Source: an optimization exercise on an open RTL-to-GDS flow (aim: small area, a short achievable clock period and few clock cycles per item). Production flows keep margins and buffers that such runs may drop. In this exercise RTL edits were held to simulation tests only and were not proved equivalent to the original.

--- flow/design.v ---
package md5_pkg;
    localparam logic [31:0] IV_A = 32'h6745_2301;
    localparam logic [31:0] IV_B = 32'hefcd_ab89;
    localparam logic [31:0] IV_C = 32'h98ba_dcfe;
    localparam logic [31:0] IV_D = 32'h1032_5476;
    function automatic logic [31:0] md5_k(input logic [5:0] rnd);
        case (rnd)
            6'd0:  md5_k = 32'hd76aa478;
            6'd1:  md5_k = 32'he8c7b756;
            6'd2:  md5_k = 32'h242070db;
            6'd3:  md5_k = 32'hc1bdceee;
            6'd4:  md5_k = 32'hf57c0faf;
            6'd5:  md5_k = 32'h4787c62a;
            6'd6:  md5_k = 32'ha8304613;
            6'd7:  md5_k = 32'hfd469501;
            6'd8:  md5_k = 32'h698098d8;
            6'd9:  md5_k = 32'h8b44f7af;
            6'd10: md5_k = 32'hffff5bb1;
            6'd11: md5_k = 32'h895cd7be;
            6'd12: md5_k = 32'h6b901122;
            6'd13: md5_k = 32'hfd987193;
            6'd14: md5_k = 32'ha679438e;
            6'd15: md5_k = 32'h49b40821;
            6'd16: md5_k = 32'hf61e2562;
            6'd17: md5_k = 32'hc040b340;
            6'd18: md5_k = 32'h265e5a51;
            6'd19: md5_k = 32'he9b6c7aa;
            6'd20: md5_k = 32'hd62f105d;
            6'd21: md5_k = 32'h02441453;
            6'd22: md5_k = 32'hd8a1e681;
            6'd23: md5_k = 32'he7d3fbc8;
            6'd24: md5_k = 32'h21e1cde6;
            6'd25: md5_k = 32'hc33707d6;
            6'd26: md5_k = 32'hf4d50d87;
            6'd27: md5_k = 32'h455a14ed;
            6'd28: md5_k = 32'ha9e3e905;
            6'd29: md5_k = 32'hfcefa3f8;
            6'd30: md5_k = 32'h676f02d9;
            6'd31: md5_k = 32'h8d2a4c8a;
            6'd32: md5_k = 32'hfffa3942;
            6'd33: md5_k = 32'h8771f681;
            6'd34: md5_k = 32'h6d9d6122;
            6'd35: md5_k = 32'hfde5380c;
            6'd36: md5_k = 32'ha4beea44;
            6'd37: md5_k = 32'h4bdecfa9;
            6'd38: md5_k = 32'hf6bb4b60;
            6'd39: md5_k = 32'hbebfbc70;
            6'd40: md5_k = 32'h289b7ec6;
            6'd41: md5_k = 32'heaa127fa;
            6'd42: md5_k = 32'hd4ef3085;
            6'd43: md5_k = 32'h04881d05;
            6'd44: md5_k = 32'hd9d4d039;
            6'd45: md5_k = 32'he6db99e5;
            6'd46: md5_k = 32'h1fa27cf8;
            6'd47: md5_k = 32'hc4ac5665;
            6'd48: md5_k = 32'hf4292244;
            6'd49: md5_k = 32'h432aff97;
            6'd50: md5_k = 32'hab9423a7;
            6'd51: md5_k = 32'hfc93a039;
            6'd52: md5_k = 32'h655b59c3;
            6'd53: md5_k = 32'h8f0ccc92;
            6'd54: md5_k = 32'hffeff47d;
            6'd55: md5_k = 32'h85845dd1;
            6'd56: md5_k = 32'h6fa87e4f;
            6'd57: md5_k = 32'hfe2ce6e0;
            6'd58: md5_k = 32'ha3014314;
            6'd59: md5_k = 32'h4e0811a1;
            6'd60: md5_k = 32'hf7537e82;
            6'd61: md5_k = 32'hbd3af235;
            6'd62: md5_k = 32'h2ad7d2bb;
            6'd63: md5_k = 32'heb86d391;
            default: md5_k = 32'h0;
        endcase
    endfunction
    function automatic logic [4:0] md5_rot(input logic [5:0] rnd);
        case ({rnd[5:4], rnd[1:0]})
            4'd0: md5_rot = 5'd7;
            4'd1: md5_rot = 5'd12;
            4'd2: md5_rot = 5'd17;
            4'd3: md5_rot = 5'd22;
            4'd4: md5_rot = 5'd5;
            4'd5: md5_rot = 5'd9;
            4'd6: md5_rot = 5'd14;
            4'd7: md5_rot = 5'd20;
            4'd8: md5_rot = 5'd4;
            4'd9: md5_rot = 5'd11;
            4'd10: md5_rot = 5'd16;
            4'd11: md5_rot = 5'd23;
            4'd12: md5_rot = 5'd6;
            4'd13: md5_rot = 5'd10;
            4'd14: md5_rot = 5'd15;
            default: md5_rot = 5'd21;
        endcase
    endfunction
    function automatic logic [63:0] md5_fx(input logic [1:0] rnd,
                                           input logic [31:0] c,
                                           input logic [31:0] d);
        case (rnd)
            2'd0:    md5_fx = {c, d};
            2'd1:    md5_fx = {c | d, c & ~d};
            2'd2:    md5_fx = {~(c ^ d), c ^ d};
            default: md5_fx = {~c, ~(c ^ d)};
        endcase
    endfunction
    function automatic logic [3:0] md5_g(input logic [5:0] rnd);
        logic [3:0] ri;
        ri = rnd[3:0];
        case (rnd[5:4])
            2'd0: md5_g = ri;
            2'd1: md5_g = (ri << 2) + ri + 4'd1;
            2'd2: md5_g = (ri << 1) + ri + 4'd5;
            2'd3: md5_g = (ri << 3) - ri;
            default: md5_g = ri;
        endcase
    endfunction
    function automatic logic [2:0] md5_tap(input logic [5:0] rnd);
        case (rnd)
            6'd16: md5_tap = 3'd0;
            6'd17: md5_tap = 3'd2;
            6'd18: md5_tap = 3'd4;
            6'd19: md5_tap = 3'd6;
            6'd20: md5_tap = 3'd0;
            6'd21: md5_tap = 3'd2;
            6'd22: md5_tap = 3'd4;
            6'd23: md5_tap = 3'd6;
            6'd24: md5_tap = 3'd0;
            6'd25: md5_tap = 3'd2;
            6'd26: md5_tap = 3'd4;
            6'd27: md5_tap = 3'd6;
            6'd28: md5_tap = 3'd0;
            6'd29: md5_tap = 3'd2;
            6'd30: md5_tap = 3'd4;
            6'd31: md5_tap = 3'd6;
            6'd32: md5_tap = 3'd2;
            6'd33: md5_tap = 3'd3;
            6'd34: md5_tap = 3'd4;
            6'd35: md5_tap = 3'd5;
            6'd36: md5_tap = 3'd6;
            6'd37: md5_tap = 3'd7;
            6'd38: md5_tap = 3'd0;
            6'd39: md5_tap = 3'd1;
            6'd40: md5_tap = 3'd2;
            6'd41: md5_tap = 3'd3;
            6'd42: md5_tap = 3'd4;
            6'd43: md5_tap = 3'd5;
            6'd44: md5_tap = 3'd6;
            6'd45: md5_tap = 3'd7;
            6'd46: md5_tap = 3'd0;
            6'd47: md5_tap = 3'd1;
            6'd48: md5_tap = 3'd7;
            6'd49: md5_tap = 3'd2;
            6'd50: md5_tap = 3'd5;
            6'd51: md5_tap = 3'd0;
            6'd52: md5_tap = 3'd3;
            6'd53: md5_tap = 3'd6;
            6'd54: md5_tap = 3'd1;
            6'd55: md5_tap = 3'd4;
            6'd56: md5_tap = 3'd7;
            6'd57: md5_tap = 3'd2;
            6'd58: md5_tap = 3'd5;
            6'd59: md5_tap = 3'd0;
            6'd60: md5_tap = 3'd3;
            6'd61: md5_tap = 3'd6;
            6'd62: md5_tap = 3'd1;
            6'd63: md5_tap = 3'd4;
            default: md5_tap = 3'd0;
        endcase
    endfunction
endpackage
module md5_ram #(
    parameter int NINS = 4
) (
    input  logic                    clk,
    input  logic [NINS-1:0]         wpos,
    input  logic [31:0]             wdata,
    input  logic [$clog2(NINS)-1:0] late,
    input  logic [7:0]              tap,
    output logic [31:0]             newest,
    output logic [31:0]             tapped
);
    localparam int STEP = 16 / NINS;
    logic [15:0][31:0] ring;
    always_ff @(posedge clk)
    begin
        ring[14:0] <= ring[15:1];
        ring[15]   <= wpos[0] ? wdata : ring[0];
        for (int k = 1; k < NINS; k++)
        begin
            if (wpos[k])
            begin
                ring[15 - STEP*k] <= wdata;
            end
        end
    end
    always_comb
    begin
        newest = '0;
        for (int k = 0; k < NINS; k++)
        begin
            newest = newest | ({32{32'(late) == k}} & ring[15 - STEP*k]);
        end
        tapped = '0;
        for (int k = 0; k < 8; k++)
        begin
            tapped = tapped | ({32{tap[k]}} & ring[2*k]);
        end
    end
endmodule
module md5_round (
    input  logic [3:0]  rsel1,
    input  logic [4:0]  rsel2,
    input  logic [31:0] pre,
    input  logic [31:0] b,
    input  logic [31:0] x1,
    input  logic [31:0] x0,
    output logic [31:0] b_next
);
    logic [31:0] f;
    logic [31:0] sum;
    logic [31:0] rot1;
    logic [31:0] rot;
    always_comb
    begin
        f    = (b & x1) | (~b & x0);
        sum  = pre + f;
        rot1 = ({32{rsel1[0]}} & sum)
            | ({32{rsel1[1]}} & {sum[30:0], sum[31:31]})
            | ({32{rsel1[2]}} & {sum[29:0], sum[31:30]})
            | ({32{rsel1[3]}} & {sum[28:0], sum[31:29]});
        rot  = ({32{rsel2[0]}} & {rot1[27:0], rot1[31:28]})
            | ({32{rsel2[1]}} & {rot1[23:0], rot1[31:24]})
            | ({32{rsel2[2]}} & {rot1[19:0], rot1[31:20]})
            | ({32{rsel2[3]}} & {rot1[15:0], rot1[31:16]})
            | ({32{rsel2[4]}} & {rot1[11:0], rot1[31:12]});
        b_next = b + rot;
    end
endmodule
module md5_stream_hasher (
    input  logic        clk,
    input  logic        rst_n,
    input  logic        in_valid,
    output logic        in_ready,
    input  logic [31:0] in_word,
    input  logic [2:0]  in_byte_count,
    input  logic        in_last,
    output logic        out_valid,
    input  logic        out_ready,
    output logic [31:0] digest_a,
    output logic [31:0] digest_b,
    output logic [31:0] digest_c,
    output logic [31:0] digest_d
);
    localparam int NINS   = 4;
    localparam int LATE_W = $clog2(NINS);
    logic [4:0]  w_reg;         
    logic [3:0]  wait_reg;      
    logic [LATE_W-1:0] late_reg;  
    logic [1:0]  o_reg;         
    logic [23:0] partial_reg;   
    logic        mend_reg;      
    logic        pad80_reg;     
    logic        lflag_reg;     
    logic [5:0]  lbib_reg;      
    logic        ifirst_reg;    
    logic [54:0] blk_reg;       
    logic [6:1]  bcy_reg;       
    logic [6:0]  pn_reg;        
    logic        bub_reg;
    logic        r15v_reg;      
    logic [31:0] pre_reg;
    logic [7:0]  tsel_reg;      
    logic        sv_reg;
    logic        sfin_reg;
    logic        sinit_reg;
    logic [31:0] x1_reg;        
    logic [31:0] x0_reg;        
    logic [3:0]  rsel1_reg;
    logic [4:0]  rsel2_reg;
    logic [3:0]  hupd_reg;      
    logic        rfirst_reg;
    logic        rlast_reg;
    logic [31:0] a_reg, b_reg, c_reg, d_reg;
    logic [31:0] ha_reg, hb_reg, hc_reg, hd_reg;
    logic        out_valid_reg;
    logic        pfin;
    logic        open;
    logic [3:0]  w_eff;
    logic        start;
    logic        slot;
    logic [2:0]  cnt;
    logic [31:0] rot_in;
    logic [31:0] data_word;
    logic [2:0]  total;
    logic        accept;
    logic        ins_data;
    logic        ins_pad;
    logic        ins;
    logic [31:0] ins_word;
    logic [31:0] pad_word;
    logic        miss;
    logic        done;
    logic        blk_inc;
    logic [31:0] ring_new;     
    logic [31:0] ring_tap;
    assign pfin  = pn_reg[6];
    assign open  = !w_reg[4] || pfin;
    assign w_eff = w_reg[4] ? 4'd0 : w_reg[3:0];
    assign start = (w_eff == 4'd0);
    assign slot  = open && (start || (wait_reg == 4'd0));
    always_comb
    begin
        cnt = in_byte_count[2] ? 3'd4 : in_byte_count;
        case (o_reg)
            2'd0:    rot_in = in_word;
            2'd1:    rot_in = {in_word[23:0], in_word[31:24]};
            2'd2:    rot_in = {in_word[15:0], in_word[31:16]};
            default: rot_in = {in_word[7:0],  in_word[31:8]};
        endcase
        for (int k = 0; k < 4; k++)
        begin
            if (k < 3 && 2'(k) < o_reg)
            begin
                data_word[8*k +: 8] = partial_reg[8*k +: 8];
                pad_word[8*k +: 8]  = partial_reg[8*k +: 8];
            end
            else
            begin
                data_word[8*k +: 8] = rot_in[8*k +: 8];
                pad_word[8*k +: 8]  = (2'(k) == o_reg) ? 8'h80 : 8'h00;
            end
        end
        total  = {1'b0, o_reg} + cnt;
    end
    assign in_ready = !mend_reg && slot;
    assign accept   = in_valid && in_ready;
    assign ins_data = accept && total[2];
    assign ins_pad  = mend_reg && slot;
    assign ins      = ins_data || ins_pad;
    assign miss     = slot && !ins && !start;
    assign done     = ins_pad && lflag_reg && (w_eff == 4'd15);
    assign blk_inc  = ins_data && (w_eff == 4'd15);
    always_comb
    begin
        if (!mend_reg)
        begin
            ins_word = data_word;
        end
        else if (!pad80_reg)
        begin
            ins_word = pad_word;
        end
        else if (w_eff == 4'd14)
        begin
            ins_word = {blk_reg[22:0], lbib_reg, 3'b000};
        end
        else if ((w_eff == 4'd15) && lflag_reg)
        begin
            ins_word = blk_reg[54:23];
        end
        else
        begin
            ins_word = '0;
        end
    end
    logic [LATE_W-1:0] wlate;
    logic [NINS-1:0]   wpos;
    assign wlate = start ? '0 : late_reg;
    assign wpos  = ins ? (NINS'(1) << wlate) : '0;
    md5_ram #(
        .NINS   (NINS)
    ) u_ring (
        .clk    (clk),
        .wpos   (wpos),
        .wdata  (ins_word),
        .late   (late_reg),
        .tap    (tsel_reg),
        .newest (ring_new),
        .tapped (ring_tap)
    );
    logic        r1;
    logic        pgo;
    logic        stall61;
    logic [31:0] a_next, b_next, c_next, d_next;
    logic [31:0] msg;
    logic [31:0] pre_next;
    logic [6:0]  pn_next;
    logic [4:0]  rot_amt;
    logic [2:0]  tap_base;
    logic [2:0]  tap_late;
    logic [2:0]  tap_next;
    assign r1      = (pn_reg[6:4] == 3'd0);
    assign rot_amt = md5_pkg::md5_rot(pn_reg[5:0]);
    assign tap_base = md5_pkg::md5_tap(pn_next[5:0]);
    assign tap_late = 3'(late_reg) * 3'(8 / NINS);
    assign tap_next = tap_base - tap_late;
    assign pn_next = !pgo ? pn_reg : (pfin ? 7'd0 : (pn_reg + 7'd1));
    always_comb
    begin
        stall61 = 1'b0;
        if (pfin)
        begin
            pgo = 1'b1;
        end
        else if (r1)
        begin
            pgo = r15v_reg;
        end
        else if ((pn_reg[5:0] == 6'd48) && !bub_reg)
        begin
            pgo = 1'b0;
        end
        else if (pn_reg[5:0] == 6'd61)
        begin
            pgo     = (wait_reg == 4'd0) && !out_valid_reg;
            stall61 = (wait_reg == 4'd0) && out_valid_reg;
        end
        else
        begin
            pgo = 1'b1;
        end
        msg      = r1 ? ring_new : ring_tap;
        pre_next = a_next + md5_pkg::md5_k(pn_reg[5:0]) + msg;
    end
    logic [31:0] b_step;
    logic [31:0] hsel;
    logic [31:0] fsum;
    md5_round u_round (
        .rsel1  (rsel1_reg),
        .rsel2  (rsel2_reg),
        .pre    (pre_reg),
        .b      (b_reg),
        .x1     (x1_reg),
        .x0     (x0_reg),
        .b_next (b_step)
    );
    always_comb
    begin
        if (rfirst_reg)
        begin
            hsel = ({32{hupd_reg[0]}} & md5_pkg::IV_A) | ({32{hupd_reg[1]}} & md5_pkg::IV_D)
                 | ({32{hupd_reg[2]}} & md5_pkg::IV_C) | ({32{hupd_reg[3]}} & md5_pkg::IV_B);
        end
        else
        begin
            hsel = ({32{hupd_reg[0]}} & ha_reg) | ({32{hupd_reg[1]}} & hd_reg)
                 | ({32{hupd_reg[2]}} & hc_reg) | ({32{hupd_reg[3]}} & hb_reg);
        end
        fsum = hsel + b_reg;
        if (sv_reg)
        begin
            a_next = d_reg;
            b_next = b_step;
            c_next = b_reg;
            d_next = c_reg;
        end
        else if (sfin_reg)
        begin
            a_next = rlast_reg ? md5_pkg::IV_A : ha_reg;
            b_next = rlast_reg ? md5_pkg::IV_B : fsum;
            c_next = rlast_reg ? md5_pkg::IV_C : hc_reg;
            d_next = rlast_reg ? md5_pkg::IV_D : hd_reg;
        end
        else
        begin
            a_next = a_reg;
            b_next = b_reg;
            c_next = c_reg;
            d_next = d_reg;
        end
    end
    always_ff @(posedge clk or negedge rst_n)
    begin
        if (!rst_n)
        begin
            w_reg         <= '0;
            wait_reg      <= '0;
            late_reg      <= '0;
            o_reg         <= '0;
            mend_reg      <= 1'b0;
            pad80_reg     <= 1'b0;
            lflag_reg     <= 1'b0;
            ifirst_reg    <= 1'b1;
            pn_reg        <= '0;
            tsel_reg      <= '0;
            bub_reg       <= 1'b0;
            r15v_reg      <= 1'b0;
            sv_reg        <= 1'b0;
            sfin_reg      <= 1'b1;
            sinit_reg     <= 1'b1;
            hupd_reg      <= '0;
            rlast_reg     <= 1'b1;
            out_valid_reg <= 1'b0;
        end
        else
        begin
            r15v_reg <= ins;
            if (ins && start)
            begin
                late_reg <= '0;
            end
            else if (miss)
            begin
                late_reg <= late_reg + 1'b1;
            end
            if (ins)
            begin
                w_reg <= {1'b0, w_eff} + 5'd1;
            end
            else if (pfin && w_reg[4])
            begin
                w_reg <= '0;
            end
            if (stall61)
            begin
                wait_reg <= 4'd15;
            end
            else if (miss)
            begin
                wait_reg <= 4'(16 / NINS - 1);
            end
            else if (wait_reg != 4'd0)
            begin
                wait_reg <= wait_reg - 4'd1;
            end
            if (accept)
            begin
                o_reg       <= total[1:0];
                if (in_last)
                begin
                    mend_reg <= 1'b1;
                end
            end
            else if (ins_pad && !pad80_reg)
            begin
                o_reg       <= '0;
            end
            if (ins_pad)
            begin
                pad80_reg <= 1'b1;
                if (pad80_reg && (w_eff == 4'd14))
                begin
                    lflag_reg <= 1'b1;
                end
            end
            if (done)
            begin
                mend_reg  <= 1'b0;
                pad80_reg <= 1'b0;
                lflag_reg <= 1'b0;
            end
            if (ins && (w_eff == 4'd15))
            begin
                ifirst_reg <= done;
            end
            pn_reg   <= pn_next;
            tsel_reg <= 8'h01 << tap_next;
            if (pgo)
            begin
                bub_reg <= 1'b0;
            end
            else if (pn_reg[5:0] == 6'd48)
            begin
                bub_reg <= 1'b1;
            end
            sv_reg    <= pgo && !pfin;
            sfin_reg  <= pgo && pfin;
            hupd_reg  <= pgo ? {pfin, (pn_reg == 7'd63), (pn_reg == 7'd62), (pn_reg == 7'd61)} : 4'b0000;
            sinit_reg <= 1'b0;
            if (done)
            begin
                rlast_reg <= 1'b1;
            end
            else if (sfin_reg)
            begin
                rlast_reg <= 1'b0;
            end
            out_valid_reg <= (sfin_reg && rlast_reg && !sinit_reg) || (out_valid_reg && !out_ready);
        end
    end
    always_ff @(posedge clk)
    begin
        if (done || sinit_reg)
        begin
            blk_reg <= '0;
            bcy_reg <= '0;
        end
        else
        begin
            blk_reg[7:0] <= blk_reg[7:0] + {7'h0, blk_inc};
            bcy_reg[1]   <= blk_inc && (blk_reg[7:0] == 8'hff);
            for (int k = 1; k < 6; k++)
            begin
                blk_reg[8*k +: 8] <= blk_reg[8*k +: 8] + {7'h0, bcy_reg[k]};
                bcy_reg[k+1]      <= bcy_reg[k] && (blk_reg[8*k +: 8] == 8'hff);
            end
            blk_reg[54:48] <= blk_reg[54:48] + {6'h0, bcy_reg[6]};
        end
    end
    always_ff @(posedge clk)
    begin
        if (accept && in_last)
        begin
            lbib_reg <= {w_eff + {3'b000, total[2]}, total[1:0]};
        end
        for (int k = 0; k < 3; k++)
        begin
            if (accept && (total[2] || (2'(k) >= o_reg)))
            begin
                partial_reg[8*k +: 8] <= rot_in[8*k +: 8];
            end
        end
        pre_reg <= pre_next;
        {x1_reg, x0_reg} <= md5_pkg::md5_fx(pn_reg[5:4], c_next, d_next);
        if (pgo)
        begin
            rsel1_reg <= 4'b0001 << rot_amt[1:0];
            rsel2_reg <= 5'b00001 << (rot_amt[4:2] - 3'd1);
            if (pn_reg == 7'd0)
            begin
                rfirst_reg <= ifirst_reg;
            end
        end
        a_reg <= a_next;
        b_reg <= b_next;
        c_reg <= c_next;
        d_reg <= d_next;
        if (hupd_reg[0])
        begin
            ha_reg <= fsum;
        end
        if (hupd_reg[1])
        begin
            hd_reg <= fsum;
        end
        if (hupd_reg[2])
        begin
            hc_reg <= fsum;
        end
        if (hupd_reg[3])
        begin
            hb_reg <= fsum;
        end
    end
    assign out_valid = out_valid_reg;
    assign digest_a  = ha_reg;
    assign digest_b  = hb_reg;
    assign digest_c  = hc_reg;
    assign digest_d  = hd_reg;
endmodule
--- flow/constraint.sdc ---
create_clock -name core_clock -period 9.0 [get_ports {clk}]
set_input_delay 1.8000 -clock core_clock [delete_from_list [all_inputs] [get_ports {clk}]]
set_output_delay 1.8000 -clock core_clock [all_outputs]
set_load 0.01 [all_outputs]
--- flow/run.sh ---
#!/bin/bash
# synth_recipe.tcl (not shown) runs the flow's synth.tcl, then flattens the netlist and writes it again
# the make line also repeats each setting of config.mk as NAME=value (left out here)
make -C /OpenROAD-flow-scripts/flow DESIGN_CONFIG=/design/flow/config.mk WORK_HOME=/design/flow/orfs CLKGATE_MAP_FILE= SYNTH_SCRIPT=/design/flow/synth_recipe.tcl finish
--- flow/config.mk ---
export PLATFORM = sky130hd
export DESIGN_NAME = md5_stream_hasher
export DESIGN_NICKNAME = md5_stream_hasher
export VERILOG_FILES = /design/flow/design.v
export SDC_FILE = /design/flow/constraint.sdc
export NUM_CORES = 4
export LEC_CHECK = 0
export ABC_CLOCK_PERIOD_IN_PS = 6000
export CAP_MARGIN = 20
export CORE_MARGIN = 2
export CORE_UTILIZATION = 50
export SETUP_SLACK_MARGIN = 4.5
export SLEW_MARGIN = 20
==> results.sh, run 1 <==
export IMPL_drtPass1Iterations=11
export IMPL_dpl_hpwl_mm=118
export IMPL_root_buffer="clkbuf_16"
export IMPL_crit_required_ns=9.57
export IMPL_final_cell_mix="dfxtp_1 (765), nand2_1 (438), o21ai_0 (336), a21oi_1 (336), nor2_1 (321)"
export IMPL_rsz0062_at_grt="true"
export IMPL_worstSetupPathType="reg2reg"
export IMPL_place_ws_ns=1.76
export IMPL_yosysTopAreaCellShare_pct=32.6
export IMPL_syn_nets=5237
export IMPL_drc_errors=0
export IMPL_synth_edf_count=200
export IMPL_cp_common_cell="a21oi_2"
export IMPL_die_w_um=310
export IMPL_netlist_area_um2=46900
export IMPL_wl_per_cell_um=26.7
export IMPL_pin_count=170
export IMPL_report_final_slew_viol_count=0
export IMPL_numCtsBuffers=103
export IMPL_viasPerCell=6.20
export IMPL_core_area_um2=93200
export IMPL_max_freq_mhz=147
export IMPL_maxSlewHeadroom_pct=19.4
export IMPL_drv_cap=0
export IMPL_drive_above_1_share_pct=16.7
export IMPL_setup_slack_ns=2.21
export IMPL_htreeDepth=3
export IMPL_async_reset_ff_share_pct=4.27
export IMPL_setup_viol=0
export IMPL_crit_fanout=4
export IMPL_hold_violations=0
export IMPL_die_h_um=310
export IMPL_holdWs_ns=0.320
export IMPL_worst_setup_path_end_kind="flip-flop"
export IMPL_first_global_vias=38000
export IMPL_cp_slowest_stage_delay_ns=0.42
export IMPL_status="no timing/DRC/antenna violations"
export IMPL_grt_pass1_wl_mm=249
export IMPL_grt_max_degree=83
export IMPL_critPathArrivalTime_ns=7.36
export IMPL_crit_family="compound AO/OA/AOI/OAI gates"
export IMPL_fin_crit_ns=6.79
export IMPL_tritoncts="done"
export IMPL_clock_sinks=1008
export IMPL_fin_skew_ns=0.0588
export IMPL_rows=112
export IMPL_grt_usage_pct=35.0
export IMPL_gp_congestion=1.02
export IMPL_layout_worst_path_cycle_share_pct=75.5
export IMPL_io_buffers=169
export IMPL_yosys_register_bits=1008
export IMPL_layout_commonest_cell="dfxtp_1"
export IMPL_crit_slowest_cell="a221o_1"
export IMPL_drt_wl_total_mm=175
export IMPL_yosysWarnings=5
export IMPL_worst_setup_path_start_kind="flip-flop"
export IMPL_areaGrowthSynthToFinish_pct=23.4
export IMPL_ys_seq_area_share_pct=47.7
export IMPL_nets=5508
export IMPL_clockBufferDepth=3
export IMPL_synth_top_area_cell="dfxtp_1"
export IMPL_synth_cell_types=89
export IMPL_initial_core_util_pct=50.4
export IMPL_r2r_cells=26
export IMPL_ys_top_cells_by_area="dfxtp_1 (33%), edfxtp_1 (13%), ha_1 (6.2%)"
export IMPL_fin_setup_tns_ns=0
export IMPL_clock_latency_ns=0.71
export IMPL_hold_class="reg2reg"
export IMPL_path_buf_inv=2
export IMPL_avgSynthCellArea_um2=9.52
export IMPL_grt_ovfl_total=0
export IMPL_syn_inst=4928
export IMPL_synth_ff_type="dfxtp_1"
export IMPL_antenna_found_initial=3
export IMPL_ant_nets=0
export IMPL_worstSetupPathDepth=26
export IMPL_drt_iter0_drc=4738
export IMPL_min_delay_path_depth=0
export IMPL_vias=40600
export IMPL_worst_slew_pin_slew_ns=1.20
export IMPL_clk_pin_slew_ns=0.06
export IMPL_largest_register_ffs=512
export IMPL_die_area_um2=96300
final cells by class:
type	instances	area (um2)
inverters	187	742
well taps	1254	1570
repair buffers	473	4840
flip-flops and latches	1008	22500
clock inverters	55	577
clock buffers	138	2980
fillers	7905	35300
diodes	1	2.50
multi-input cells	3426	24800
worst paths after layout:
path / from / endpoint / slack [ns]
setup / recovery: b_reg[0] / b_reg[31] / 2.21
hold / removal: u_ring.ring[436] / u_ring.ring[404] / 0.32
setup reg to reg: b_reg[0] / b_reg[31] / 2.21
hold reg to reg: u_ring.ring[436] / u_ring.ring[404] / 0.32
max in group asynchronous: rst_n / pn_reg[3] / 7.26
min in group asynchronous: rst_n / o_reg[0] / 1.18
metrics by stage:
step	instances	utilization, %	area (um2)
final	6542	62.2	57900
after global routing	6541	62.2	57900
after CTS	6482	60.9	56800
after detailed placement	6124	53.6	49900
after global placement	6122	53.5	49900
after floorplan	4928	-	47200
what timing repair did:
item,4_1_cts,5_1_grt
pin swaps,147,114
setup buffers,158,54
cloned,7,4
setup endpoints to repair,275,204
resized for setup,400,132
hold buffers,0,0
routing by layer:
metal / up-vias / global-route usage [%] / wire length [um]
li1: 18500 / - / -
met1: 19700 / 42.5 / 67600
met2: 1807 / 57.5 / 81200
met3: 518 / 7.54 / 13700
met4: 2 / 20.0 / 12300
met5: - / 0 / 12
synth_stat cells, drive strengths merged (45+ instances only):
| cell type | number |
|---|---|
| a211oi | 56 |
| a21o | 60 |
| a21oi | 374 |
| a222oi | 65 |
| a22oi | 226 |
| a31oi | 76 |
| buf | 48 |
| clkbuf | 260 |
| dfxtp | 765 |
| edfxtp | 200 |
| ha | 233 |
| inv | 184 |
| mux2i | 55 |
| nand2 | 455 |
| nand3 | 103 |
| nand4 | 58 |
| nor2 | 340 |
| nor2b | 81 |
| nor3 | 63 |
| o211ai | 45 |
| o21ai | 391 |
| o22ai | 62 |
| xnor2 | 119 |
| xor2 | 86 |
kinds of logic after synthesis:
group,Yosys count,share of synthesized area [%]
AO/OA/AOI/OAI,1591,22.0
XOR/XNOR,206,3.88
adder cells (fa/ha/maj),269,7.75
buffers and inverters,495,3.98
flip-flops,1008,47.7
multiplexers,102,2.49
other,1,0.00799
AND/OR/NAND/NOR,1256,12.1
Testbench counts, summed over its fixed seeds: cycles 59,120, bytes 44,906.
==> inputs of run 2 (changes only) <==
--- a/flow/config.mk
+++ b/flow/config.mk
@@ -7,2 +7,3 @@
 export LEC_CHECK = 0
+export ABC_AREA = 1
 export ABC_CLOCK_PERIOD_IN_PS = 6000
==> run 2 against run 1 <==
Global-route usage is 2.5 points higher. Critical endpoint is now b_reg[27]. Worst setup slack improved by 1.6 ns. Highest routed layer unchanged. Still clean on timing, DRC and antenna. Fmax up 32%. Sequential share of layout area shrank 0.58 points. Synthesized cell count grew 16%. Die area grew 2.4%. Register-to-register slack better by 1.6 ns.
==> results.sh, run 2 <==
export IMPL_report_final_slew_viol_count=0
export IMPL_crit_family="simple AND/OR/NAND/NOR gates"
export IMPL_htreeDepth=3
export IMPL_cp_slowest_stage_delay_ns=0.46
export IMPL_n_fill_cell=8389
export IMPL_use_met2_pct=60.0
export IMPL_clock_latency_ns=0.72
export IMPL_pin_count=170
export IMPL_gp_congestion=1.05
export IMPL_crit_slowest_cell="edfxtp_1"
export IMPL_max_freq_mhz=194
export IMPL_placedCellCount=7004
export IMPL_grt_usage_pct=37.4
export IMPL_grt_pass1_wl_mm=274
export IMPL_ant_nets=0
export IMPL_setup_viol=0
export IMPL_first_global_vias=41300
export IMPL_worst_slew_pin_slew_ns=1.15
export IMPL_grt_ovfl_total=0
export IMPL_crit_fanout=4
export IMPL_areaGrowthSynthToFinish_pct=22.2
export IMPL_largest_register_ffs=512
export IMPL_synth_edf_count=200
export IMPL_root_buffer="clkbuf_16"
export IMPL_die_h_um=314
export IMPL_numCtsBuffers=103
export IMPL_layout_commonest_cell="nand2_1"
export IMPL_tritoncts="done"
export IMPL_yosysMostFrequentCell="nand2_1"
export IMPL_crit_start="b_reg[0]"
export IMPL_ys_top_cells_by_area="dfxtp_1 (32%), edfxtp_1 (12%), nand2_1 (11%)"
export IMPL_drt_wl_total_mm=191
export IMPL_dpl_hpwl_mm=134
export IMPL_final_cell_mix="nand2_1 (1288), dfxtp_1 (765), inv_1 (617), nor2_1 (321), o21ai_0 (269)"
export IMPL_drc_errors=0
export IMPL_clock_sinks=1008
export IMPL_core_area_um2=95200
export IMPL_dpl_cell_area_um2=51000
export IMPL_worstSetupPathType="reg2reg"
export IMPL_worst_setup_path_start_kind="flip-flop"
export IMPL_clk_pin_slew_ns=0.06
export IMPL_syn_inst=5740
export IMPL_synth_cell_types=74
export IMPL_rows=113
export IMPL_vias=43900
export IMPL_antenna_found_initial=2
export IMPL_drtPass1Iterations=9
export IMPL_top_usage_layer="met2"
export IMPL_die_area_um2=98600
export IMPL_drv_cap=0
export IMPL_viasPerCell=5.92
export IMPL_yosysWarnings=5
export IMPL_status="no timing/DRC/antenna violations"
export IMPL_place_ws_ns=3.02
export IMPL_grtUsageMet3_pct=5.96
export IMPL_wl_per_cell_um=25.7
export IMPL_setup_slack_ns=3.85
export IMPL_drive_above_1_share_pct=15.3
export IMPL_avgSynthCellArea_um2=8.37
export IMPL_synth_common_cells="nand2_1 (1357), dfxtp_1 (765), inv_1 (650)"
export IMPL_stdcell_count=7410
export IMPL_clockBufferDepth=3
export IMPL_hp_start="u_ring.ring[427]"
export IMPL_fin_crit_ns=5.15
export IMPL_initial_core_util_pct=50.5
export IMPL_critPathArrivalTime_ns=5.60
export IMPL_io_buffers=169
export IMPL_worst_setup_path_end_kind="flip-flop"
export IMPL_async_reset_ff_share_pct=4.27
export IMPL_syn_nets=6049
export IMPL_rsz0062_at_grt="true"
export IMPL_die_w_um=314
export IMPL_hold_class="reg2reg"
export IMPL_final_area_um2=58700
export IMPL_crit_required_ns=9.45
export IMPL_fin_setup_tns_ns=0
export IMPL_netlist_area_um2=48100
export IMPL_hold_violations=0
export IMPL_drt_iter0_drc=5485
export IMPL_ff2ff_setup_slack_ns=3.85
export IMPL_fin_skew_ns=0.0368
export IMPL_met1_usage_pct=46.7
export IMPL_yosysTopAreaCellShare_pct=31.9
export IMPL_nets=6363
export IMPL_yosys_register_bits=1008
export IMPL_synth_top_area_cell="dfxtp_1"
export IMPL_path_buf_inv=4
export IMPL_maxSlewHeadroom_pct=23.6
export IMPL_grt_max_degree=62
export IMPL_synth_ff_type="dfxtp_1"
export IMPL_ctsHoldBuffers=0
export IMPL_layout_worst_path_cycle_share_pct=57.2
export IMPL_ys_seq_area_share_pct=46.6
export IMPL_r2r_start="b_reg[0]"
-- run 2: cell type report --
class / count / area [um2] / share of cell area, %
diodes: 3 / 7.51 / 0.0128
clock buffers: 151 / 2970 / 5.06
clock inverters: 42 / 484 / 0.824
inverters: 672 / 2600 / 4.43
multi-input cells: 3821 / 24600 / 41.8
flip-flops and latches: 1008 / 22400 / 38.2
well taps: 1265 / 1580 / 2.69
repair buffers: 447 / 4100 / 6.97
repair inverters: 1 / 7.51 / 0.0128
-- run 2: cell families after synthesis --
logic type / share of synthesized area, %
other: 0.00780
and+or+nand+nor: 18.1
adders and majority gates: 7.57
muxes: 0.703
AOI/OAI and AO/OA: 17.6
buffers and inverters: 7.30
xor gates and xnor gates: 2.06
DFF: 46.6
-- run 2: final timing paths --
path | end | depth (start not counted)
worst min-delay path | u_ring.ring[395] | 0
min in group asynchronous | o_reg[0] | 2
max in group asynchronous | hupd_reg[1] | 2
worst max-delay path | b_reg[27] | 31
worst min register to register | u_ring.ring[395] | 0
worst max register to register | b_reg[27] | 31
-- run 2: per-layer routing --
metal / up-vias / share of wire (%)
met5: - / 0.039
met4: 2 / 7.9
met3: 574 / 8.0
met2: 2253 / 46
met1: 20900 / 38
li1: 20200 / -
-- run 2: metrics by stage --
step	utilization, %	hold WS, ns
3_5_place_dp	53.6	0.312
3_3_place_gp	53.6	0.310
6_report	61.7	0.308
4_1_cts	60.1	0.312
5_1_grt	61.7	0.320
2_1_floorplan	-	0.310
-- run 2: repair_timing --
item / CTS / global route
resized for setup: 371 / 251
gates cloned: 2 / 2
pin swaps: 96 / 96
endpoints found under the setup margin: 189 / 174
buffers inserted: 133 / 72
==> inputs of run 3 (changes only) <==
--- a/flow/config.mk
+++ b/flow/config.mk
@@ -14 +14,2 @@
 export SLEW_MARGIN = 20
+export TNS_END_PERCENT = 10
==> run 3 against run 2 <==
Worst setup slack worse by 0.0013 ns. Fmax about the same. Register-to-register slack about the same. Count of clock-buffer cells in the layout down 7. First-iteration DRC count down 11%. Die area unchanged. Sequential share of layout area up 0.95 points. Clock skew about the same. Critical path type unchanged.
==> results.sh, run 3 <==
export IMPL_synth_common_cells="nand2_1 (1357), dfxtp_1 (765), inv_1 (650)"
export IMPL_rsz0062_at_grt="true"
export IMPL_nets=6273
export IMPL_yosysMostFrequentCell="nand2_1"
export IMPL_critPathArrivalTime_ns=5.62
export IMPL_wl_per_cell_um=25.5
export IMPL_grt_max_degree=62
export IMPL_root_buffer="clkbuf_16"
export IMPL_die_h_um=314
export IMPL_crit_fanout=4
export IMPL_layout_commonest_cell="nand2_1"
export IMPL_drtPass1Iterations=8
export IMPL_netlist_area_um2=48100
export IMPL_htreeDepth=3
export IMPL_tritoncts="done"
export IMPL_worst_setup_path_start_kind="flip-flop"
export IMPL_cp_slowest_stage_delay_ns=0.51
export IMPL_avgSynthCellArea_um2=8.37
export IMPL_syn_inst=5740
export IMPL_drt_iter0_drc=4879
export IMPL_final_area_um2=57300
export IMPL_io_buffers=169
export IMPL_worstSetupPathType="reg2reg"
export IMPL_yosysTopAreaCellShare_pct=31.9
export IMPL_yosysWarnings=5
export IMPL_syn_nets=6049
export IMPL_crit_required_ns=9.47
export IMPL_clockBufferDepth=3
export IMPL_first_global_vias=40600
export IMPL_worst_setup_path_end_kind="flip-flop"
export IMPL_cp_common_cell="nand2_2"
export IMPL_clock_sinks=1008
export IMPL_dpl_hpwl_mm=131
export IMPL_pin_count=170
export IMPL_maxSlewHeadroom_pct=23.6
export IMPL_synth_cell_types=74
export IMPL_placedCellCount=7000
export IMPL_layout_worst_path_cycle_share_pct=57.2
export IMPL_status="no timing/DRC/antenna violations"
export IMPL_ys_top_cells_by_area="dfxtp_1 (32%), edfxtp_1 (12%), nand2_1 (11%)"
export IMPL_clock_latency_ns=0.71
export IMPL_report_final_slew_viol_count=0
export IMPL_antenna_found_initial=1
export IMPL_synth_top_area_cell="dfxtp_1"
export IMPL_final_cell_mix="nand2_1 (1300), dfxtp_1 (765), inv_1 (631), nor2_1 (330), o21ai_0 (284)"
export IMPL_areaGrowthSynthToFinish_pct=19.3
export IMPL_grt_usage_pct=36.9
export IMPL_stdcell_count=7316
export IMPL_drc_errors=0
export IMPL_largest_register_ffs=512
export IMPL_yosys_register_bits=1008
export IMPL_numCtsBuffers=103
export IMPL_crit_slowest_cell="edfxtp_1"
export IMPL_hold_class="reg2reg"
export IMPL_drt_wl_total_mm=186
export IMPL_grt_ovfl_total=0
export IMPL_core_area_um2=95200
export IMPL_drv_cap=0
export IMPL_drive_above_1_share_pct=12.6
export IMPL_fin_skew_ns=0.0363
export IMPL_antenna_cells=0
export IMPL_rows=113
export IMPL_clk_pin_slew_ns=0.07
export IMPL_ant_nets=0
export IMPL_ys_seq_area_share_pct=46.6
export IMPL_initial_core_util_pct=50.5
export IMPL_async_reset_ff_share_pct=4.27
export IMPL_viasPerCell=5.94
export IMPL_fin_crit_ns=5.15
export IMPL_gp_congestion=1.10
export IMPL_hold_violations=0
export IMPL_synth_edf_count=200
export IMPL_fin_setup_tns_ns=0
export IMPL_dpl_cell_area_um2=51000
export IMPL_grt_pass1_wl_mm=269
export IMPL_vias=43500
export IMPL_synth_ff_type="dfxtp_1"
export IMPL_die_area_um2=98600
export IMPL_worst_slew_pin_slew_ns=1.14
export IMPL_max_freq_mhz=194
export IMPL_setup_viol=0
export IMPL_die_w_um=314
export IMPL_ctsHoldBuffers=0
## run 3: cell counts after synthesis
No cell type changed its count.
## run 3: cell families after synthesis
group,share of synthesized area (%)
AO/OA/AOI/OAI,17.6
XOR/XNOR,2.06
adder cells (fa/ha/maj),7.57
buffers and inverters,7.30
flip-flops,46.6
multiplexers,0.703
other,0.00780
AND/OR/NAND/NOR,18.1
## run 3: critical path, delay by kind of cell, from the launching register on
family	cells	cell delay, ns
xor gates and xnor gates	1	0.18
muxes	1	0.43
and+or+nand+nor	19	1.77
buffers and inverters	2	0.07
adders and majority gates	3	0.93
AOI/OAI and AO/OA	7	1.01
DFF	1	0.51
## run 3: routing by layer
| metal | share of wire, % | track usage (%) |
|---|---|---|
| met1 | 39 | 46.3 |
| met2 | 45 | 59.2 |
| met3 | 7.9 | 5.94 |
| met4 | 7.9 | 23.9 |
| met5 | 0 | 0 |
## run 3: cell type report
class                           instances  area, um2
Inverter                              672       2550
Tap cell                             1265       1580
Multi-Input combinational cell       3821      23900
Timing Repair Buffer                  358       3270
Clock inverter                         48        559
Fill cell                            8510      37800
Clock buffer                          144       3030
Sequential cell                      1008      22400
## run 3: final timing paths
path,start,endpoint,slack [ns],cells past startpoint
worst max-delay path,b_reg[16],b_reg[26],3.85,33
max in group asynchronous,rst_n,hupd_reg[0],7.34,2
worst min-delay path,u_ring.ring[429],u_ring.ring[397],0.31,0
worst max register to register,b_reg[16],b_reg[26],3.85,33
worst min register to register,u_ring.ring[429],u_ring.ring[397],0.31,0
min in group asynchronous,rst_n,o_reg[1],1.17,2
## run 3: what timing repair did
action | in CTS | in global routing
pin swaps | 56 | 82
gates cloned | 1 | 0
endpoints found under the setup margin | 178 | 186
buffers inserted | 91 | 32
resized for setup | 233 | 179
## run 3: through the flow
step,util [%],setup WS (ns),hold slack (ns)
after detailed placement,53.6,3.18,0.312
after global routing,60.2,3.62,0.320
after global placement,53.6,3.25,0.310
after CTS,59.2,3.93,0.315
after floorplan,-,4.38,0.310
final,60.2,3.85,0.310
==> inputs of run 4 (changes only) <==
--- a/flow/config.mk
+++ b/flow/config.mk
@@ -12,3 +12,3 @@
 export CORE_UTILIZATION = 50
-export SETUP_SLACK_MARGIN = 4.5
+export SETUP_SLACK_MARGIN = 4
 export SLEW_MARGIN = 20
==> run 4 against run 3 <==
Clock skew rose by 0.044 ns. Fmax rose by 0.46%. Register-to-register slack better by 0.02 ns. Count of clock-buffer cells in the layout fell by 1. Non-clock buffer count down 11. Sequential cell count did not move. Cell count is 0.19% lower. Highest routed layer is now met5. First-iteration DRC count is 0.84% lower. Wire length up 0.35%.
==> results.sh, run 4 <==
export IMPL_viasPerCell=5.91
export IMPL_antenna_found_initial=2
export IMPL_worst_slew_pin_slew_ns=1.14
export IMPL_min_delay_path_depth=0
export IMPL_gp_congestion=1.08
export IMPL_htreeDepth=3
export IMPL_maxSlewHeadroom_pct=23.2
export IMPL_layout_worst_path_cycle_share_pct=57.0
export IMPL_grt_usage_pct=37.0
export IMPL_setup_viol=0
export IMPL_worst_setup_path_start_kind="flip-flop"
export IMPL_drtPass1Iterations=8
export IMPL_io_buffers=169
export IMPL_synth_edf_count=200
export IMPL_ys_seq_area_share_pct=46.6
export IMPL_grt_max_degree=75
export IMPL_syn_inst=5740
export IMPL_dpl_hpwl_mm=132
export IMPL_grt_pass1_wl_mm=271
export IMPL_areaGrowthSynthToFinish_pct=18.2
export IMPL_worstSetupPathType="reg2reg"
export IMPL_die_area_um2=98600
export IMPL_setup_slack_ns=3.87
export IMPL_fin_setup_tns_ns=0
export IMPL_nets=6261
export IMPL_yosysTopAreaCellShare_pct=31.9
export IMPL_drt_wl_total_mm=187
export IMPL_netlist_area_um2=48100
export IMPL_die_h_um=314
export IMPL_layout_commonest_cell="nand2_1"
export IMPL_ant_nets=0
export IMPL_stdcell_count=7302
export IMPL_max_freq_mhz=195
export IMPL_root_buffer="clkbuf_16"
export IMPL_vias=43200
export IMPL_fin_crit_ns=5.13
export IMPL_seqCellArea_um2=22400
export IMPL_fin_skew_ns=0.0804
export IMPL_ff2ff_setup_slack_ns=3.87
export IMPL_hold_violations=0
export IMPL_yosysMostFrequentCell="nand2_1"
export IMPL_pin_count=170
export IMPL_clock_latency_ns=0.72
export IMPL_r2r_cells=31
export IMPL_synth_ff_type="dfxtp_1"
export IMPL_yosysWarnings=5
export IMPL_wl_per_cell_um=25.6
export IMPL_ys_top_cells_by_area="dfxtp_1 (32%), edfxtp_1 (12%), nand2_1 (11%)"
export IMPL_crit_slowest_cell="edfxtp_1"
export IMPL_crit_required_ns=9.45
export IMPL_die_w_um=314
export IMPL_synth_common_cells="nand2_1 (1357), dfxtp_1 (765), inv_1 (650)"
export IMPL_drive_above_1_share_pct=11.7
export IMPL_worst_setup_path_end_kind="flip-flop"
export IMPL_core_area_um2=95200
export IMPL_crit_fanout=5
export IMPL_tritoncts="done"
export IMPL_clock_sinks=1008
export IMPL_critPathArrivalTime_ns=5.57
export IMPL_n_fill_cell=8573
export IMPL_synth_cell_types=74
export IMPL_initial_core_util_pct=50.5
export IMPL_place_ws_ns=2.66
export IMPL_largest_register_ffs=512
export IMPL_cp_common_cell="nand2_1"
export IMPL_grt_ovfl_total=0
export IMPL_drv_cap=0
export IMPL_placedCellCount=7002
export IMPL_drt_iter0_drc=4838
export IMPL_hold_class="reg2reg"
export IMPL_yosys_register_bits=1008
export IMPL_rsz0062_at_grt="true"
export IMPL_async_reset_ff_share_pct=4.27
export IMPL_synth_top_area_cell="dfxtp_1"
export IMPL_first_global_vias=40700
export IMPL_status="no timing/DRC/antenna violations"
export IMPL_clockBufferDepth=3
export IMPL_report_final_slew_viol_count=0
export IMPL_rows=113
export IMPL_clk_pin_slew_ns=0.07
export IMPL_syn_nets=6049
export IMPL_numCtsBuffers=101
export IMPL_holdWs_ns=0.313
export IMPL_avgSynthCellArea_um2=8.37
export IMPL_final_cell_mix="nand2_1 (1297), dfxtp_1 (765), inv_1 (637), nor2_1 (340), o21ai_0 (298)"
export IMPL_multi_input_area_um2=23700
export IMPL_cp_slowest_stage_delay_ns=0.43
export IMPL_drc_errors=0
[run 4: cell counts after synthesis]
Identical to the previous run, type by type.
[run 4: worst paths after layout]
check	start	endpoint
hold reg to reg	u_ring.ring[299]	u_ring.ring[267]
setup / recovery	b_reg[9]	b_reg[24]
hold / removal	u_ring.ring[299]	u_ring.ring[267]
min in group asynchronous	rst_n	o_reg[0]
setup reg to reg	b_reg[9]	b_reg[24]
max in group asynchronous	rst_n	hupd_reg[0]
[run 4: metal layers]
layer	track usage, %	vias to the layer above	wire (um)
li1	-	20000	-
met4	24.7	2	14700
met1	46.7	20600	74200
met5	0	-	13
met3	6.28	540	14400
met2	58.5	2103	83700
[run 4: final cells by class]
| type | instances | area share (%) |
|---|---|---|
| Antenna cell | 1 | 0.00440 |
| Clock inverter | 44 | 0.905 |
| Inverter | 672 | 4.48 |
| Timing Repair Buffer | 347 | 5.55 |
| Multi-Input combinational cell | 3822 | 41.7 |
| Clock buffer | 143 | 5.10 |
| Tap cell | 1265 | 2.79 |
| Sequential cell | 1008 | 39.5 |
[run 4: cell families (layout without fill, tap and decap cells)]
kind of cell	count (synthesis)	count (layout)	synth area share (%)
buffers and inverters	912	1206	7.30
adders and majority gates	269	269	7.57
AOI/OAI and AO/OA	1294	1294	17.6
other	1	2	0.00780
xor gates and xnor gates	113	113	2.06
DFF	1008	1008	46.6
muxes	30	30	0.703
and+or+nand+nor	2113	2115	18.1
[run 4: timing repair]
| action | in CTS | in global routing |
|---|---|---|
| hold buffers | 0 | 0 |
| endpoints found under the setup margin | 61 | 75 |
| resized for setup | 226 | 132 |
| hold endpoints to repair | 0 | 0 |
| cloned | 2 | 0 |
| pin swaps | 47 | 63 |
| buffers inserted | 63 | 47 |
[run 4: per-stage QoR]
stage,instance area (um2),utilization [%]
floorplan,48100,-
global route,56800,59.7
CTS,55900,58.7
global placement,50900,53.5
finish,56800,59.7
detailed placement,50900,53.5
[run 4: critical path, delay by kind of cell (launching register included)]
| kind | cells | cell delay, ns |
|---|---|---|
| compound gates | 8 | 1.03 |
| fa+ha+maj | 2 | 0.73 |
| buf+inv | 3 | 0.34 |
| flops | 1 | 0.43 |
| mux | 1 | 0.38 |
| simple gates | 17 | 1.93 |
==> inputs of run 5 (changes only) <==
--- a/flow/design.v
+++ b/flow/design.v
@@ -451,3 +451,2 @@
             a_next = d_reg;
-            b_next = b_step;
             c_next = b_reg;
@@ -458,3 +457,2 @@
             a_next = rlast_reg ? md5_pkg::IV_A : ha_reg;
-            b_next = rlast_reg ? md5_pkg::IV_B : fsum;
             c_next = rlast_reg ? md5_pkg::IV_C : hc_reg;
@@ -465,3 +463,2 @@
             a_next = a_reg;
-            b_next = b_reg;
             c_next = c_reg;
@@ -469,2 +466,5 @@
         end
+        b_next = ({32{sv_reg}} & b_step)
+               | ({32{sfin_reg}} & (rlast_reg ? md5_pkg::IV_B : fsum))
+               | ({32{!sv_reg && !sfin_reg}} & b_reg);
     end
--- a/flow/config.mk
+++ b/flow/config.mk
@@ -12,3 +12,3 @@
 export CORE_UTILIZATION = 50
-export SETUP_SLACK_MARGIN = 4
+export SETUP_SLACK_MARGIN = 5
 export SLEW_MARGIN = 20
==> run 5 against run 4 <==
Still clean on timing, DRC and antenna. Clock skew down 0.019 ns. Fmax up 7.0%. Register-to-register slack better by 0.34 ns. Non-clock buffer count up 55. Utilization up 1.7 points. Sequential share of layout area down 1.4 points. Cell count up 3.0%. Worst setup slack better by 0.34 ns. Design area up 2.9%. Critical path type unchanged. Critical endpoint is now pre_reg[31]. Highest routed layer unchanged.
==> results.sh, run 5 <==
export IMPL_status="no timing/DRC/antenna violations"
export IMPL_antenna_found_initial=5
export IMPL_fin_skew_ns=0.0619
export IMPL_maxSlewHeadroom_pct=14.0
export IMPL_dpl_cell_area_um2=51300
export IMPL_r2r_start="late_reg[0]"
export IMPL_die_w_um=314
export IMPL_fin_setup_tns_ns=0
export IMPL_holdWs_ns=0.293
export IMPL_async_reset_ff_share_pct=4.27
export IMPL_hold_class="reg2reg"
export IMPL_layout_commonest_cell="nand2_1"
export IMPL_wl_met2_mm=85.0
export IMPL_die_area_um2=98700
export IMPL_drc_errors=0
export IMPL_yosysWarnings=5
export IMPL_drt_wl_total_mm=195
export IMPL_core_area_um2=95200
export IMPL_htreeDepth=3
export IMPL_synth_cell_types=68
export IMPL_worst_setup_path_end_kind="flip-flop"
export IMPL_path_buf_inv=4
export IMPL_tritoncts="done"
export IMPL_rows=113
export IMPL_fin_crit_ns=4.79
export IMPL_first_global_vias=42900
export IMPL_crit_fanout=12
export IMPL_multi_input_area_um2=24900
export IMPL_avgSynthCellArea_um2=8.14
export IMPL_vias=45400
export IMPL_layout_worst_path_cycle_share_pct=53.3
export IMPL_root_buffer="clkbuf_16"
export IMPL_hp_start="u_ring.ring[177]"
export IMPL_worst_setup_path_start_kind="flip-flop"
export IMPL_drt_iter0_drc=5379
export IMPL_synth_top_area_cell="dfxtp_1"
export IMPL_drtPass1Iterations=8
export IMPL_areaGrowthSynthToFinish_pct=21.5
export IMPL_setup_slack_ns=4.21
export IMPL_rsz0062_at_grt="true"
export IMPL_clk_pin_slew_ns=0.06
export IMPL_clockBufferDepth=3
export IMPL_setup_viol=0
export IMPL_largest_register_ffs=512
export IMPL_cp_common_cell="inv_1"
export IMPL_ys_top_cells_by_area="dfxtp_1 (33%), nand2_1 (11%), edfxtp_1 (10%)"
export IMPL_cp_cell_sequence="inv_1, ha_1, buf_4, nand2_1, nand4_1, o21ai_0, inv_1, fa_1, ha_1, a21o_1, a31oi_1, o21bai_1, a21oi_2, o21ai_2, a21oi_1, inv_1, nand3_1, nand3_1, xnor2_1"
export IMPL_ctsHoldBuffers=0
export IMPL_syn_inst=5909
export IMPL_crit_slowest_cell="o21ai_0"
export IMPL_synth_common_cells="nand2_1 (1454), dfxtp_1 (797), inv_1 (635)"
export IMPL_grt_ovfl_total=0
export IMPL_crit_required_ns=9.62
export IMPL_worstSetupPathType="reg2reg"
export IMPL_die_h_um=314
export IMPL_drive_above_1_share_pct=14.8
export IMPL_io_buffers=169
export IMPL_yosysMostFrequentCell="nand2_1"
export IMPL_yosys_register_bits=1008
export IMPL_dr_wl_met3_mm=18.5
export IMPL_final_cell_mix="nand2_1 (1352), dfxtp_1 (767), inv_1 (608), a21oi_1 (309)"
export IMPL_max_freq_mhz=209
export IMPL_grt_usage_pct=38.2
export IMPL_synth_edf_count=168
export IMPL_gp_congestion=1.05
export IMPL_ant_nets=0
export IMPL_grt_max_degree=65
export IMPL_final_area_um2=58400
export IMPL_fin_util_pct=61.4
export IMPL_yosysTopAreaCellShare_pct=33.2
export IMPL_n_fill_cell=8418
export IMPL_clock_sinks=1008
export IMPL_crit_start="late_reg[0]"
export IMPL_pin_count=170
export IMPL_antenna_cells=0
export IMPL_syn_nets=6221
export IMPL_crit_family="compound AO/OA/AOI/OAI gates"
export IMPL_viasPerCell=6.04
export IMPL_clock_latency_ns=0.74
export IMPL_nets=6479
export IMPL_dpl_hpwl_mm=142
export IMPL_place_ws_ns=3.22
export IMPL_report_final_slew_viol_count=0
export IMPL_critPathArrivalTime_ns=5.41
export IMPL_initial_core_util_pct=50.6
export IMPL_routed_top_layer="met5"
export IMPL_hold_violations=0
export IMPL_cp_slowest_stage_delay_ns=0.68
export IMPL_synth_ff_type="dfxtp_1"
export IMPL_numCtsBuffers=103
export IMPL_wl_per_cell_um=25.9
export IMPL_worst_slew_pin_slew_ns=1.28
export IMPL_grt_pass1_wl_mm=282
export IMPL_drv_cap=0
export IMPL_seqCellArea_um2=22200
export IMPL_wl_met1_mm=79.9
export IMPL_netlist_area_um2=48100
export IMPL_ys_seq_area_share_pct=45.9
-- run 5: changes by cell type after synthesis, moves of 18 or more --
| cell | delta |
|---|---|
| a221oi_1 | -27 |
| o22a_1 | -18 |
| o211ai_1 | +19 |
| nand2_1 | +97 |
| o22ai_1 | +18 |
| dfxtp_1 | +32 |
| nand3_1 | +90 |
| edfxtp_1 | -32 |
| nor3_1 | +54 |
| mux2_2 | -22 |
| nor2_1 | -61 |
| a21oi_1 | +47 |
-- run 5: timing repair --
action / 4_1_cts / 5_1_grt
setup buffers: 105 / 52
gates cloned: 2 / 1
pin swaps: 102 / 99
gates resized for setup: 398 / 178
endpoints found under the hold margin: 0 / 0
setup endpoints to repair: 283 / 293
-- run 5: layout make-up --
| class | count | area share [%] |
|---|---|---|
| Multi-Input combinational cell | 3995 | 42.6 |
| Sequential cell | 1008 | 38.0 |
| Timing Repair Buffer | 402 | 6.32 |
| Clock buffer | 141 | 5.02 |
| Inverter | 657 | 4.28 |
| Tap cell | 1265 | 2.71 |
| Clock inverter | 54 | 1.08 |
-- run 5: through the flow --
step / cells
6_report: 7522
2_1_floorplan: 5909
3_5_place_dp: 7167
4_1_cts: 7469
5_1_grt: 7522
3_3_place_gp: 7167
-- run 5: worst paths after layout --
kind	end	slack (ns)	cells past startpoint
worst max-delay path	pre_reg[31]	4.21	19
worst min-delay path	u_ring.ring[145]	0.29	0
worst max register to register	pre_reg[31]	4.21	19
worst min register to register	u_ring.ring[145]	0.29	0
max in group asynchronous	pn_reg[3]	7.17	2
min in group asynchronous	hupd_reg[3]	1.24	2
-- run 5: cells by family after synthesis --
family                   synth area share, %
adder cells (fa/ha/maj)                 7.64
AND/OR/NAND/NOR                         20.0
multiplexers                           0.187
flip-flops                              45.9
other                                0.00779
buffers and inverters                   7.16
XOR/XNOR                                1.97
AO/OA/AOI/OAI                           17.2
-- run 5: routing by layer --
metal,vias to the layer above,GRT usage [%]
li1,20600,-
met1,21800,51.1
met2,2495,58.8
met3,536,7.97
met4,4,19.2
met5,-,0
Testbench counts of run 5, summed over its fixed seeds: cycles 59,120, bytes 44,906.
==> inputs of run 6 (changes only) <==
--- a/flow/design.v
+++ b/flow/design.v
@@ -217,3 +217,22 @@
 );
+    function automatic logic [31:0] carries(input logic [31:0] g_in, input logic [31:0] p_in);
+        logic [31:0] g, p, gn, pn;
+        g = g_in;
+        p = p_in;
+        for (int s = 1; s < 32; s = s * 2)
+        begin
+            gn = g;
+            pn = p;
+            for (int i = s; i < 32; i++)
+            begin
+                gn[i] = g[i] | (p[i] & g[i-s]);
+                pn[i] = p[i] & p[i-s];
+            end
+            g = gn;
+            p = pn;
+        end
+        carries = g;
+    endfunction
     logic [31:0] f;
+    logic [31:0] g1, p1, g2, p2, c1, c2;
     logic [31:0] sum;
@@ -224,3 +243,11 @@
         f    = (b & x1) | (~b & x0);
-        sum  = pre + f;
+        g1   = pre & f;
+        p1   = pre ^ f;
+        for (int i = 0; i < 2; i++)
+        begin
+            g1[i] = b[i] ? (pre[i] & x1[i]) : (pre[i] & x0[i]);
+            p1[i] = b[i] ? (pre[i] ^ x1[i]) : (pre[i] ^ x0[i]);
+        end
+        c1   = carries(g1, p1);
+        sum  = p1 ^ {c1[30:0], 1'b0};
         rot1 = ({32{rsel1[0]}} & sum)
@@ -234,3 +261,16 @@
             | ({32{rsel2[4]}} & {rot1[11:0], rot1[31:12]});
-        b_next = b + rot;
+        g2   = b & rot;
+        p2   = b ^ rot;
+        for (int i = 0; i < 2; i++)
+        begin
+            g2[i] = 1'b0;
+            p2[i] = 1'b0;
+            for (int k = 0; k < 5; k++)
+            begin
+                g2[i] = g2[i] | (rsel2[k] & b[i] & rot1[(i + 28 - 4 * k) % 32]);
+                p2[i] = p2[i] | (rsel2[k] & (b[i] ^ rot1[(i + 28 - 4 * k) % 32]));
+            end
+        end
+        c2   = carries(g2, p2);
+        b_next = p2 ^ {c2[30:0], 1'b0};
     end
==> run 6 against run 5 <==
Synthesized cell count grew 0.73%. Via count up 0.85%. Hold slack better by 0.021 ns. Critical path depth increased by 6. Design area grew 4.0%. Still clean. Largest cell class unchanged.
==> results.sh, run 6 <==
export IMPL_dpl_hpwl_mm=139
export IMPL_rsz0062_at_grt="true"
export IMPL_synth_common_cells="nand2_1 (1375), dfxtp_1 (797), inv_1 (634)"
export IMPL_core_area_um2=96600
export IMPL_crit_slowest_cell="a221o_2"
export IMPL_viasPerCell=5.98
export IMPL_hold_violations=0
export IMPL_numCtsBuffers=102
export IMPL_rows=114
export IMPL_drc_errors=0
export IMPL_synth_ff_type="dfxtp_1"
export IMPL_die_h_um=316
export IMPL_cp_common_cell="nand2_1"
export IMPL_stdcell_count=7661
export IMPL_final_cell_mix="nand2_1 (1261), dfxtp_1 (768), inv_1 (595), o21ai_0 (331), a21oi_1 (305)"
export IMPL_grt_usage_pct=38.9
export IMPL_worst_setup_path_start_kind="flip-flop"
export IMPL_ys_seq_area_share_pct=45.4
export IMPL_syn_inst=5952
export IMPL_root_buffer="clkbuf_16"
export IMPL_drtPass1Iterations=7
export IMPL_io_buffers=169
export IMPL_layout_worst_path_cycle_share_pct=51.5
export IMPL_htreeDepth=3
export IMPL_first_global_vias=43600
export IMPL_fin_setup_tns_ns=0
export IMPL_nets=6610
export IMPL_yosysTopAreaCellShare_pct=32.8
export IMPL_report_final_slew_viol_count=0
export IMPL_worst_slew_pin_slew_ns=1.13
export IMPL_synth_cell_types=74
export IMPL_synth_edf_count=168
export IMPL_areaGrowthSynthToFinish_pct=25.1
export IMPL_hold_class="reg2reg"
export IMPL_yosysWarnings=5
export IMPL_clockBufferDepth=3
export IMPL_synth_top_area_cell="dfxtp_1"
export IMPL_worstSetupPathType="reg2reg"
export IMPL_drt_wl_total_mm=201
export IMPL_async_reset_ff_share_pct=4.27
export IMPL_tritoncts="done"
export IMPL_cp_slowest_stage_delay_ns=0.48
export IMPL_crit_fanout=5
export IMPL_max_freq_mhz=216
export IMPL_grt_pass1_wl_mm=287
export IMPL_fin_skew_ns=0.0675
export IMPL_grt_ovfl_total=0
export IMPL_setup_slack_ns=4.37
export IMPL_maxSlewHeadroom_pct=24.6
export IMPL_vias=45800
export IMPL_wl_per_cell_um=26.2
export IMPL_antenna_found_initial=3
export IMPL_place_ws_ns=3.01
export IMPL_ctsHoldBuffers=0
export IMPL_crit_required_ns=9.55
export IMPL_initial_core_util_pct=50.4
export IMPL_netlist_area_um2=48600
export IMPL_die_area_um2=99800
export IMPL_fin_util_pct=63.0
export IMPL_syn_nets=6263
export IMPL_pin_count=170
export IMPL_holdWs_ns=0.314
export IMPL_ant_nets=0
export IMPL_yosys_register_bits=1008
export IMPL_drive_above_1_share_pct=18.9
export IMPL_grt_max_degree=65
export IMPL_antenna_cells=0
export IMPL_gp_congestion=1.07
export IMPL_drt_iter0_drc=5095
export IMPL_fin_crit_ns=4.63
export IMPL_layout_commonest_cell="nand2_1"
export IMPL_setup_viol=0
export IMPL_worst_setup_path_end_kind="flip-flop"
export IMPL_clock_latency_ns=0.72
export IMPL_yosysMostFrequentCell="nand2_1"
export IMPL_critPathArrivalTime_ns=5.19
export IMPL_avgSynthCellArea_um2=8.17
export IMPL_placedCellCount=7210
export IMPL_clock_sinks=1008
export IMPL_drv_cap=0
export IMPL_status="no timing/DRC/antenna violations"
export IMPL_die_w_um=316
export IMPL_ys_top_cells_by_area="dfxtp_1 (33%), nand2_1 (11%), edfxtp_1 (10%)"
export IMPL_largest_register_ffs=512
export IMPL_clk_pin_slew_ns=0.07
-- run 6: changes by cell type in the layout (fill, tap and decap cells not counted), sizes merged, moves of 15 or more --
cell / delta
nor3: -16
inv: +30
nor2: +49
a32o: +19
o221ai: +15
o21ai: +36
nand2: -43
o211ai: -25
buf: +84
-- run 6: layer usage --
layer	track usage (%)	share of wire (%)
met3	6.59	7.5
met5	0	0.013
met1	48.1	39
met2	61.6	45
met4	28.1	8.6
-- run 6: cell families (layout without fill, tap and decap cells) --
| kind of cell | Yosys count | count (layout) | share of synthesized area, % |
|---|---|---|---|
| AO/OA/AOI/OAI | 1336 | 1336 | 17.6 |
| flip-flops | 1008 | 1008 | 45.4 |
| adder cells (fa/ha/maj) | 271 | 271 | 7.51 |
| other | 1 | 1 | 0.00771 |
| XOR/XNOR | 114 | 114 | 2.08 |
| multiplexers | 10 | 10 | 0.232 |
| buffers and inverters | 945 | 1378 | 7.36 |
| AND/OR/NAND/NOR | 2267 | 2267 | 19.8 |
-- run 6: area by class of cell --
type / instances / area (um2)
Clock buffer: 146 / 2980
Clock inverter: 44 / 513
Fill cell: 8402 / 35800
Inverter: 688 / 2690
Multi-Input combinational cell: 3999 / 25900
Sequential cell: 1008 / 22200
Tap cell: 1276 / 1600
Timing Repair Buffer: 500 / 4880
-- run 6: metrics by stage --
stage,area [um2]
floorplan,48900
global placement,51700
detailed placement,51700
CTS,59400
global route,60800
finish,60800
-- run 6: critical path, delay by kind of cell (launching register included) --
family          cells  cell delay, ns
compound gates      5            1.02
xor+xnor            1            0.18
fa+ha+maj           2            0.79
flops               1            0.41
mux                 1            0.39
simple gates       16            1.66
-- run 6: worst paths after layout --
| kind | from | endpoint | slack (ns) | cells after the start |
|---|---|---|---|---|
| setup / recovery | b_reg[22] | b_reg[26] | 4.37 | 25 |
| hold / removal | u_ring.ring[59] | u_ring.ring[27] | 0.31 | 0 |
| hold reg to reg | u_ring.ring[59] | u_ring.ring[27] | 0.31 | 0 |
| max in group asynchronous | rst_n | pn_reg[1] | 7.30 | 2 |
| min in group asynchronous | rst_n | out_valid_reg | 1.18 | 2 |
| setup reg to reg | b_reg[22] | b_reg[26] | 4.37 | 25 |
-- run 6: timing repair --
| item | in CTS | in global routing |
|---|---|---|
| cloned | 12 | 2 |
| pin swaps | 158 | 149 |
| setup buffers | 178 | 69 |
| resized for setup | 587 | 188 |
| setup endpoints to repair | 299 | 260 |
Testbench counts of run 6, summed over its fixed seeds: cycles 59,120, bytes 44,906.

## port drivers added, routing unchanged
In the flow no input, the clock included, has a driving cell. The finished layouts below were timed again as built, in two steps. Step 1, drivers: a clkbuf_16 drives clk and a buf_2 each remaining input, both assumed. Step 2 moves the port delays by t, midway between the first and last clock arrival at a register: inputs arrive t later, outputs are due t later. That takes back most of the time a late clock gives input paths. Slacks: ideal / step 1 / step 2; pairs: ideal / step 1.
| run | t, ns | setup WS [ns] | worst data-port slew with drivers (ns) | cell pins on the clock port's net |
|---|---|---|---|---|
| run 1 | 0.746 | 2.208 / 2.208 / 2.208 | 0.04 | 1 |
| run 2 | 0.774 | 3.849 / 3.849 / 3.849 | 0.03 | 1 |
| run 3 | 0.768 | 3.848 / 3.848 / 3.317 | 0.04 | 1 |
| run 4 | 0.756 | 3.871 / 3.871 / 3.414 | 0.04 | 1 |
| run 5 | 0.782 | 4.207 / 4.207 / 3.637 | 0.04 | 1 |
| run 6 | 0.758 | 4.366 / 4.366 / 4.113 | 0.04 | 1 |
After both steps setup and hold are still met in every run listed. The setup slack of run 5, which loses most, moves by 0.000 ns with the drivers and by -0.570 ns with both steps.
